Background: an optimization exercise with open tools, aiming at small area, a short achievable clock period and few clock cycles per item. Do not read the settings as production practice.
Only simulation tests tie the RTL to the original design; equivalence was not proved.
No activity file was given, so power comes from the tool's default toggle rates.

==> flow/design.v (outline; a module is shown in full before it is edited, if it fits) <==
// module frame_scanner: 158 lines
// module line_buffer: 38 lines
// module window_regs: 53 lines
// module conv_engine: 2137 lines
// module conv_top: 115 lines
module conv_top (
    input  logic                                  clk_i,
    input  logic                                  rstn_i,
    input  logic                                  cfg_valid_i,
    input  logic [9*8-1:0]    cfg_coef_i,
    input  conv_pkg::conv_mode_e                  cfg_mode_i,
    input  logic                                  cfg_sat_i,
    input  logic                                  pix_valid_i,
    input  conv_pkg::pix_t                        pix_i,
    input  logic                                  stall_i,
    output logic                                  busy_o,
    output logic                                  out_valid_o,
    output conv_pkg::pix_t                        out_pix_o
);
  // ...
==> flow/flow/run.sh <==
#!/bin/bash
set -euo pipefail
bash standard.sh \
  SETUP_SLACK_MARGIN=7.5 \
  "CTS_ARGS=-sink_clustering_enable -repair_clock_nets -dont_use_dummy_load -sink_clustering_size 16 -sink_clustering_max_diameter 40 -buf_list sky130_fd_sc_hd__clkbuf_8 -root_buf sky130_fd_sc_hd__clkbuf_16" \
  finish > flow_make.log 2>&1
==> flow/standard.sh <==
#!/bin/bash
# synth_recipe.tcl (not shown) runs the flow's synth.tcl, then flattens the netlist and writes it again
# the make line also repeats each setting of config.mk as NAME=value (left out here)
make -C /OpenROAD-flow-scripts/flow DESIGN_CONFIG=/design/flow/config.mk WORK_HOME=/design/flow/orfs CLKGATE_MAP_FILE= SYNTH_SCRIPT=/design/flow/synth_recipe.tcl "${@:-finish}"
==> flow/config.mk <==
export PLATFORM = sky130hd
export DESIGN_NAME = conv_top
export DESIGN_NICKNAME = conv_top
export VERILOG_FILES = /design/flow/design.v
export SDC_FILE = /design/flow/constraint.sdc
export NUM_CORES = 4
export LEC_CHECK = 0
export CAP_MARGIN = 20
export CORE_MARGIN = 2
export CORE_UTILIZATION = 60
export CTS_BUF_LIST = sky130_fd_sc_hd__clkbuf_8
export CTS_CLUSTER_DIAMETER = 40
export CTS_CLUSTER_SIZE = 16
export SLEW_MARGIN = 20
==> flow/constraint.sdc <==
create_clock -name core_clock -period 11.0 [get_ports {clk_i}]
set_input_delay 2.2000 -clock core_clock [delete_from_list [all_inputs] [get_ports {clk_i}]]
set_output_delay 2.2000 -clock core_clock [all_outputs]
set_load 0.01 [all_outputs]
==> qor.yml, run 1 <==
global_routing:
  antenna_found_initial: 29
  grtUsageMet3_pct: 4.15
yosys:
  synth.most_common_cell: "dfxtp_1"
  syn_area_per_cell_um2: 15.9
  synth_xor_area_share_pct: 2.38
  ys_types: 77
  synthArstFlopShare_pct: 0
  post_synth_mux_area_share_pct: 1.26
power_and_ir_drop:
  seqPwrFrac_pct: 61.5
  pwr_density_cell_nw_per_um2: 234
  pg_comb_mw: 3.85
routing:
  wl_per_cell_um: 20.4
  firstDrtPassIters: 9
final_layout:
  diodes: 20
  drive_above_1_share_pct: 13.6
  final_common_cell: "dfxtp_1"
  seq_area_share_pct: 75.4
  register_area_um2: 114000
floorplan:
  num_rows: 175
  dieArea_um2: 233000
critical_path:
  worst-path-buf-inv: 4
clock_network:
  cts.sinks: 5611
  cts_buffer_depth: 4
  clkLatencyLatePin_ns: 0.88
timing:
  setup_viol: 0
  rsz0062_at_grt: "true"
  timing.hold.ws_ns: 0.275
status:
  run_status: "finished clean"
Testbench counts, summed over its fixed seeds: cycles 1,542,548, pixels 1,536,000.
==> run 2, diff against run 1 <==
==> flow/flow/run.sh (replaced) <==
#!/bin/bash
set -euo pipefail
bash standard.sh \
  SETUP_SLACK_MARGIN=7.0 \
  "CTS_ARGS=-sink_clustering_enable -repair_clock_nets -dont_use_dummy_load -sink_clustering_size 16 -sink_clustering_max_diameter 40 -buf_list sky130_fd_sc_hd__clkbuf_8 -root_buf sky130_fd_sc_hd__clkbuf_16" \
  finish > flow_make.log 2>&1
==> qor.yml, run 2 <==
min_path:
  hold_class: "flip-flop to flip-flop"
  worstHoldStart: "i_line_buffer.row0_r[2129]"
clock_network:
  cts_root_buf: "clkbuf_16"
  cts_tree: "built"
  cts_buffer_depth: 4  # unchanged
  htree_levels: 5
  clkLatencyLatePin_ns: 0.89  # about the same
  clk_pin_slew_ns: 0.09
  numCtsBuffers: 471
  cts.sinks: 5611  # unchanged
global_routing:
  grtUsageTotal_pct: 21.2
  grt_pass1_vias: 60489
  grt_max_degree: 87
  antenna_found_initial: 28  # -3.4%
  grt_overflow: 0
  grt_pass1_wl_um: 372000
yosys:
  ys.warnings.count: 5
  ys_types: 77  # unchanged
  synth_area_leaders: "dfxtp_1 (79%), fa_1 (4.2%), edfxtp_1 (3.4%)"
  synth_largest_area_cell: "dfxtp_1"
  syn_nets: 9154
  synth_edf_count: 158
  ys.flop_type: "dfxtp_1"
  synth.most_common_cell: "dfxtp_1"
  syn_area_per_cell_um2: 15.9  # unchanged
  netlist_area_um2: 138000
  synth_seq_cells: 5611
  synth-seq-area-share_pct: 82.7
  synth_top_area_share_pct: 79.3
  synthCells: 8672
  yosys-top-cells-count: "dfxtp_1 (5453), inv_1 (423), fa_1 (286)"
  synthArstFlopShare_pct: 0  # unchanged
routing:
  vias_per_cell: 4.92
  wl_per_cell_um: 20.5  # +0.51%
  drt.antenna.violating_nets: 0
  drt-total-wl_um: 247000
  drc: 0
  routed-wl-met3_um: 13400
  wl_met2_um: 110000
  dr_total_vias: 59228
  dr.max_layer_used: "met5"
  first_iter_violations: 3981
  firstDrtPassIters: 9  # unchanged
  wl_met1_um: 115000
timing:
  tightest_slew_ns: 1.19
  fin_crit_sh_pct: 37.5
  fin_skew_ns: 0.0994
  slew_violations: 0
  timing.hold.ws_ns: 0.274  # -0.00160 ns
  rsz0062_at_grt: "true"
  setup_viol: 0  # unchanged
  setup_tns_ns: 0
  worst_slack_ns: 6.88
  slew_headroom_pct: 21.0
  fmax_ghz: 0.243
  period_needed_ns: 4.12
  hold_violations: 0
floorplan:
  start_util_pct: 60.5
  num_rows: 175  # unchanged
  die_y_um: 483
  dieArea_um2: 233000  # unchanged
  pin_count: 98
  fp.dieW_um: 483
  core_um2: 228000
critical_path:
  required_ns: 11.70
  worst-path-buf-inv: 4  # unchanged
  crit_chain: "clkinvlp_4 -> a222oi_1 -> xnor2_1 -> ha_1 -> inv_2 -> fa_2 -> inv_2 -> fa_2 -> fa_1 -> inv_1 -> fa_1 -> mux2i_1"
  worst_r2r_startpoint: "i_window_regs.col_mid_n_o[0]"
  cp_max_fo: 2
  startpoint_type: "flip-flop"
  slowest_delay_ns: 0.98
  crit_path_end_kind: "flip-flop"
  path_class: "flip-flop to flip-flop"
  path_delay_family: "adder cells"
  cp_slowest_cell: "a222oi_1"
  arrival_ns: 4.82
  critical_path.startpoint: "i_window_regs.col_mid_n_o[0]"
final_layout:
  area_delta_synth_final_pct: 8.37
  drive_above_1_share_pct: 9.50  # -4.1 points
  final_common_cell: "dfxtp_1"
  mostFrequentLayoutCells: "dfxtp_1 (5385), clkbuf_8 (439), inv_1 (409), fa_1 (270), nand2_1 (221)"
  final_nets: 9499
  reg_top3: "i_line_buffer.row0_r (2560), i_line_buffer.row1_r (2560), i_conv_engine.dig_r (135)"
  instances_no_fill: 12048
power_and_ir_drop:
  vdd_drop_max_v: 0.000189
  pwr_density_cell_nw_per_um2: 235  # +0.41%
  p_leak_nw: 59.1
run:
  max-cap-violations: 0
status:
  run_status: "finished clean"
placement:
  dpl_worst_slack_ns: 5.49
  place.detailed.hpwl_um: 167000
  port-buffer-count: 97
  dpl.cell_count: 11524
  gp_congestion: 0.895
## run 2: metal layers
metal  vias to the layer above  global-route usage (%)
li1                      28461                       -
met1                     28768                    29.8
met2                      1485                    32.6
met3                       502                    4.13
met4                        12                    8.14
met5                         -                       0
## run 2: stage by stage
step | power [mW] | utilization [%] | instance area (µm²)
2_1_floorplan | 24.3 | - | 138000
3_3_place_gp | 25.6 | 62.2 | 142000
3_5_place_dp | 25.7 | 62.2 | 142000
4_1_cts | 35.4 | 65.3 | 149000
5_1_grt | 36.6 | 65.5 | 149000
6_report | 35.0 | 65.5 | 149000
## run 2: cell type report
| type | count | area, µm² |
|---|---|---|
| Sequential cell | 5611 | 114000 |
| Fill cell | 15612 | 78500 |
| Multi-Input combinational cell | 2342 | 21400 |
| Clock buffer | 471 | 6850 |
| Tap cell | 3009 | 3760 |
| Inverter | 424 | 1610 |
| Timing Repair Buffer | 167 | 1560 |
| Antenna cell | 24 | 60.1 |
## run 2: kinds of logic after synthesis
logic type	count (synthesis)	share of synthesized area (%)
flops	5611	82.7
compound gates	774	4.23
buf+inv	720	2.00
simple gates	658	2.29
fa+ha+maj	394	5.14
xor+xnor	375	2.38
mux	140	1.26
## run 2: final timing paths
kind                            slack [ns]                          to  cells past startpoint
worst max-delay path                  6.88       i_conv_engine.ob_r[8]                     12
worst min-delay path                  0.27  i_line_buffer.row0_r[2121]                      0
worst max register to register        6.88       i_conv_engine.ob_r[8]                     12
worst min register to register        0.27  i_line_buffer.row0_r[2121]                      0
## run 2: worst reg2reg max path, cell delays in order (launching register included)
cell and delay [ns]:
dfxtp_2 0.33, clkinvlp_4 0.13, a222oi_1 0.99, xnor2_1 0.18, ha_1 0.35, inv_2 0.04, fa_2 0.52, inv_2 0.04
fa_2 0.37, fa_1 0.48, inv_1 0.05, fa_1 0.47, mux2i_1 0.06
## run 2: timing repair
item | CTS | global route
hold buffers | 0 | 0
endpoints found under the setup margin | 196 | 58
resized for setup | 98 | 74
pin swaps | 14 | 25
setup buffers | 4 | 24
gates cloned | 1 | 0
## run 2: report_power, final
group          switching [mW]  internal [mW]  total, mW
clock network            5.69           4.10       9.78
logic                    2.09           1.42       3.51
registers               0.557           21.2       21.7

-- re-timing with driven ports --
Ports are ideal in the flow. The routed layouts listed here were re-timed in OpenROAD.
Step 1 sets driving cells, clkbuf_16 on the clock port and buf_2 on the other inputs (assumed; they add their load-dependent delay and slew).
Step 2 also shifts input and output timing later by t, the mid clock arrival at the registers, as if the neighbouring blocks saw the same clock.
a / b / c = ideal / step 1 / step 2; a / b = the first two.
run | shift t [ns] | slack for setup (ns) | slew at the worst register clock pin (ns) | worst slew at a driven data input, ns | cell pins on the clock port's net
run 1 | 0.928 | 6.896 / 6.896 / 6.692 | 0.10 / 0.10 | 0.24 | 1
run 2 | 0.928 | 6.879 / 6.879 / 6.175 | 0.10 / 0.10 | 0.24 | 1
After both steps setup and hold are still met in every run listed. For run 2, which loses most, drivers alone change the setup slack by 0.000 ns; drivers and shift together by -0.704 ns.
